Background: an optimization exercise with open tools, aiming at small area. Do not read the settings as production practice. Only simulation tests tie the RTL to the original design; equivalence was not proved.

Setup of cedar:
==> flow/design.v (excerpt) <==
module snake_top (
    input  logic        clk25,
    input  logic        rst_n,
    input  logic        key_strobe,
    input  logic [7:0]  key_code,
    input  logic        step,
    input  logic [19:0] pix,
    output logic [11:0] rgb,
    output logic [12:0] head,
    output logic [12:0] apple,
    output logic [6:0]  score,
    output logic        dead
);
Settings: LEC_CHECK=0, ABC_AREA=1, CAP_MARGIN=0, CORE_MARGIN=2, CORE_UTILIZATION=40, GPL_TIMING_DRIVEN=0, PLACE_DENSITY=0.6, SETUP_SLACK_MARGIN=-0.25, SLEW_MARGIN=0; clock period 10.0 ns.
standard.sh (not shown) runs the stock make flow with config.mk's settings and CLKGATE_MAP_FILE= SYNTH_SCRIPT=/design/flow/synth_recipe.tcl, a recipe that flattens the netlist after the stock synthesis.
==> flow/flow/run.sh <==
#!/bin/bash
# ORFS layout through standard.sh, with these changes to how it is made:
#  - synthesis: ABC maps the pixel path (pix -> rgb registers) for delay and
#    everything else for area (abc_pix.script, abc_area.script, ABC_AREA 1);
#  - port buffers are buf_1 cells;
#  - CTS inserts no dummy loads and uses clkbuf_4/clkbuf_8 buffers;
#  - half-adder cells are added to the platform's don't-use list, so ABC
#    maps those sums and carries with the logic around them.
set -uo pipefail
rm -rf scripts_mod
cp -r "$FLOW_HOME/scripts" scripts_mod
cp flow/abc_area.script flow/abc_pix.script scripts_mod/
python3 flow/patch_synth.py scripts_mod/synth.tcl > patch.log 2>&1 || exit 1
export SCRIPTS_DIR=$PWD/scripts_mod
export BUFFER_PORTS_ARGS="-buffer_cell sky130_fd_sc_hd__buf_1"
export CTS_ARGS="-sink_clustering_enable -repair_clock_nets -dont_use_dummy_load -buf_list {sky130_fd_sc_hd__clkbuf_4 sky130_fd_sc_hd__clkbuf_8} -root_buf sky130_fd_sc_hd__clkbuf_8"
DU=$(sed -n '/DONT_USE_CELLS/,/^$/p' "$FLOW_HOME/platforms/$FLOW_PLATFORM/config.mk" | tr -d '\\' | sed 's/export DONT_USE_CELLS += //' | tr -s ' \n' ' ')
echo "DONT_USE_CELLS=$DU" > dont_use.log
bash standard.sh "DONT_USE_CELLS=$DU sky130_fd_sc_hd__ha_1 sky130_fd_sc_hd__ha_2 sky130_fd_sc_hd__ha_4" finish > standard.log 2>&1
==> flow/flow/abc_area.script <==
strash
dch
amap
topo
stime -c
==> flow/flow/abc_pix.script <==
strash
dch
map -D 3300
topo
==> flow/flow/patch_synth.py <==
# Patch a copy of ORFS's synth.tcl: map the logic in the pixel input's cone
# (pix -> rgb registers) with a delay-driven ABC script first, then the rest
# with the area script.
import sys
p = sys.argv[1]
s = open(p).read()
old = "  log_cmd abc {*}$abc_args\n"
new = '''  set a_pix [lreplace $abc_args 1 1 $::env(SCRIPTS_DIR)/abc_pix.script]
  select -set pixl w:pix %co* t:sky130_fd_sc_hd__* %d
  log_cmd abc {*}$a_pix @pixl
  select -clear
  log_cmd abc {*}$abc_args
'''
assert s.count(old) == 1
open(p, 'w').write(s.replace(old, new))
The following lists how fjord was set up differently from cedar:
- PLACE_DENSITY changed from 0.6 to 0.65
- CORE_UTILIZATION changed from 40 to 50
--- outcome ---
fjord against cedar: non-clock buffer count moved down, required time at the worst-slack endpoint fell 2.24 ns.
fjord — worst hold slack after final layout 0.0076 ns higher, cedar as reference
Compared with cedar, fjord shows a lower wire length of the first global-routing pass.
Sort fjord and cedar by wire length asc -> top: fjord
Inputs modified between fjord and pepper:
- PLACE_DENSITY changed from 0.65 to 0.55
- CORE_UTILIZATION changed from 50 to 30
==> comparison <==
Between pepper and fjord, it is pepper whose global-route wire length before repair is higher, by 11%. Diff fjord -> pepper: number of gates resized after CTS lost 3, post-route cell area up 2.3%. pepper finished all stages; the layout is clean.
diff inputs: pepper => amber
- a change of SETUP_SLACK_MARGIN from -0.25 to -0.15
- a change of PLACE_DENSITY from 0.55 to 0.6
- a change of CORE_UTILIZATION from 30 to 40
==> flow/flow/abc_pix.script <==
strash
dch
map -D 2400
topo
Results
Between pepper and amber, vertical die dimension is higher for pepper, amber comes in under that.
Compared with pepper, amber has extra setup slack.
Delta (amber minus pepper): met3 routed wirelength down 27 um, area fraction in compound gates after synthesis up 0.68 points.
Comparing pepper and amber, the higher count of mapped cells out of synthesis is on amber.
Wire length on met1: amber vs pepper — no meaningful difference
When amber is set beside pepper, its required time of the critical path turns out to be 2.25 ns smaller.
amber — layout overhead on the synthesized area 2.6 points lower, pepper as reference

========
Setup of run A:
snake_top again, from the RTL that the note above started with.
==> flow/config.mk <==
export PLATFORM = sky130hd
export DESIGN_NAME = snake_top
export DESIGN_NICKNAME = snake_top
export VERILOG_FILES = /design/flow/design.v
export SDC_FILE = /design/flow/constraint.sdc
export NUM_CORES = 4
export LEC_CHECK = 0
export ABC_AREA = 1
export CAP_MARGIN = 0
export CORE_MARGIN = 2
export CORE_UTILIZATION = 40
export GPL_TIMING_DRIVEN = 0
export PLACE_DENSITY = 0.6
export SETUP_SLACK_MARGIN = -0.15
export SLEW_MARGIN = 0
==> flow/constraint.sdc <==
create_clock -name core_clock -period 10.0 [get_ports {clk25}]
set_input_delay 2.0000 -clock core_clock [delete_from_list [all_inputs] [get_ports {clk25}]]
set_output_delay 2.0000 -clock core_clock [all_outputs]
set_load 0.01 [all_outputs]
==> flow/flow/abc_pix.script <==
strash
dch
map -D 2800
topo
Scripts as last shown in full above: flow/flow/run.sh, flow/flow/abc_area.script, flow/flow/patch_synth.py
> inputs changed (run A -> run B)
==> flow/flow/abc_pix.script <==
strash
dch
map -D 3000
topo
==> notes.md <==
- Relative to run A, the met3 wirelength from detailed routing measured on run B has increased by a little under 10%.
- Diff run B..run A | number of buffers inserted by port buffering | unchanged
- Run B vs run A: instance area at placement down in run B
- Status: utilization of the core after routing parity (run A, run B)
- Comparing the two runs side by side, run B comes out behind run A on worst hold slack after final layout.
- Summary of the comparison: final non-filler cell area is lower in run B, relative to run A.
- Comparing run A and run B, the lower final cycle utilization of the critical path is on run B.
#### Input delta (run C over run B)
- SETUP_SLACK_MARGIN now -0.4, was -0.15
==> flow/flow/abc_pix.script <==
strash
dch
map -D 3300
topo
Findings:
Met3 track demand over resource in global routing delta (run B -> run C): insignificant. Delay of the slowest critical-path stage of run C is on par with run B. Cmp run C vs run B: number of rows created at floorplan lower in run C. Taking run B as the reference point, the time the worst path needs with I/O delays and setup of run C rises by 270 ps. Run C against run B: layout-stage area growth over the synthesis result now sits lower, worst hold margin now sits higher.
Inputs modified between run C and run D:
- SETUP_SLACK_MARGIN: -0.4 -> -0.15
==> flow/flow/abc_pix.script <==
strash
dch
map -D 4500
topo
[summary]
- Run D reached the final stage; the timing, DRC and antenna checks on its layout passed.
- Run D vs run C, capture point of the critical path: i_pixel_result.q[0]$_DFF_PN0_ vs dead
- Run D ended up with a higher count of inverters other than clock inverters in the layout than run C did.
- Critical path depth in cells (run D over run C): increase, 15
- Re area of combinational cells with multiple inputs: run C was lower than run D.
- In terms of synthesized area per cell, run C and run D differ only marginally.
Relative to run D, the following input files were edited for run E:
==> flow/flow/abc_pix.script <==
strash
dch
map -D 3300
topo
### Flow results
- [compare] base=run D new=run E: average detailed-routed wire length per instance shrank by 0.86%, count of clock-buffer cells in the layout held steady, routed wire length shrank by about 0.8%.
- As of run E, non-clock buffer count had fallen by a little under 10% compared to run D.
- Compared to run D, run E has via total after detailed routing about 0.37% lower.
- Looking at multi-input gate count across run E and run D, the one that comes out lower is run D.
- Between run D and run E, the final cell count figures differ only marginally.
- Higher fmax goes to run E over run D.
- Post-route fraction of the period consumed by the critical path in run E is 0.67 points lower than in run D
- | synthesized-area fraction occupied by and/or/nand/nor cells | higher: run E |

[what the ideal ports hide]
How much do the figures lean on ideal ports? The routed layouts below were timed once more, with nothing changed but the port constraints.
Step 1 (the two cells are an assumption about what drives the block):
set clk [get_ports {clk25}]
set_driving_cell -lib_cell sky130_fd_sc_hd__clkbuf_16 $clk
set_driving_cell -lib_cell sky130_fd_sc_hd__buf_2 [delete_from_list [all_inputs] $clk]
Step 2, shift: input delay + t, output delay - t, t = (earliest + latest rising clock arrival at the registers) / 2. This alone moves slack from input paths to output paths.
Slacks: no drivers / after step 1 / after step 2; pairs: no drivers / after step 1.
run	shift t [ns]	setup slack, ns	worst slew at a driven data input, ns
cedar	0.415	0.455 / 0.427 / 0.047	0.04
fjord	0.413	0.362 / 0.321 / 0.099	0.03
pepper	0.409	0.402 / 0.423 / 0.014	0.04
amber	0.403	0.460 / 0.419 / 0.276	0.03
run A	0.409	0.510 / 0.517 / 0.120	0.04
run B	0.417	0.532 / 0.494 / 0.190	0.03
run C	0.411	0.265 / 0.226 / -0.087	0.04
run D	0.410	0.449 / 0.464 / 0.053	0.04
run E	0.411	0.516 / 0.477 / 0.120	0.04
Met with ideal ports but missed after step 2: setup timing in run C. The setup slack of cedar, which loses most, moves by -0.028 ns with the drivers and by -0.408 ns with both steps.
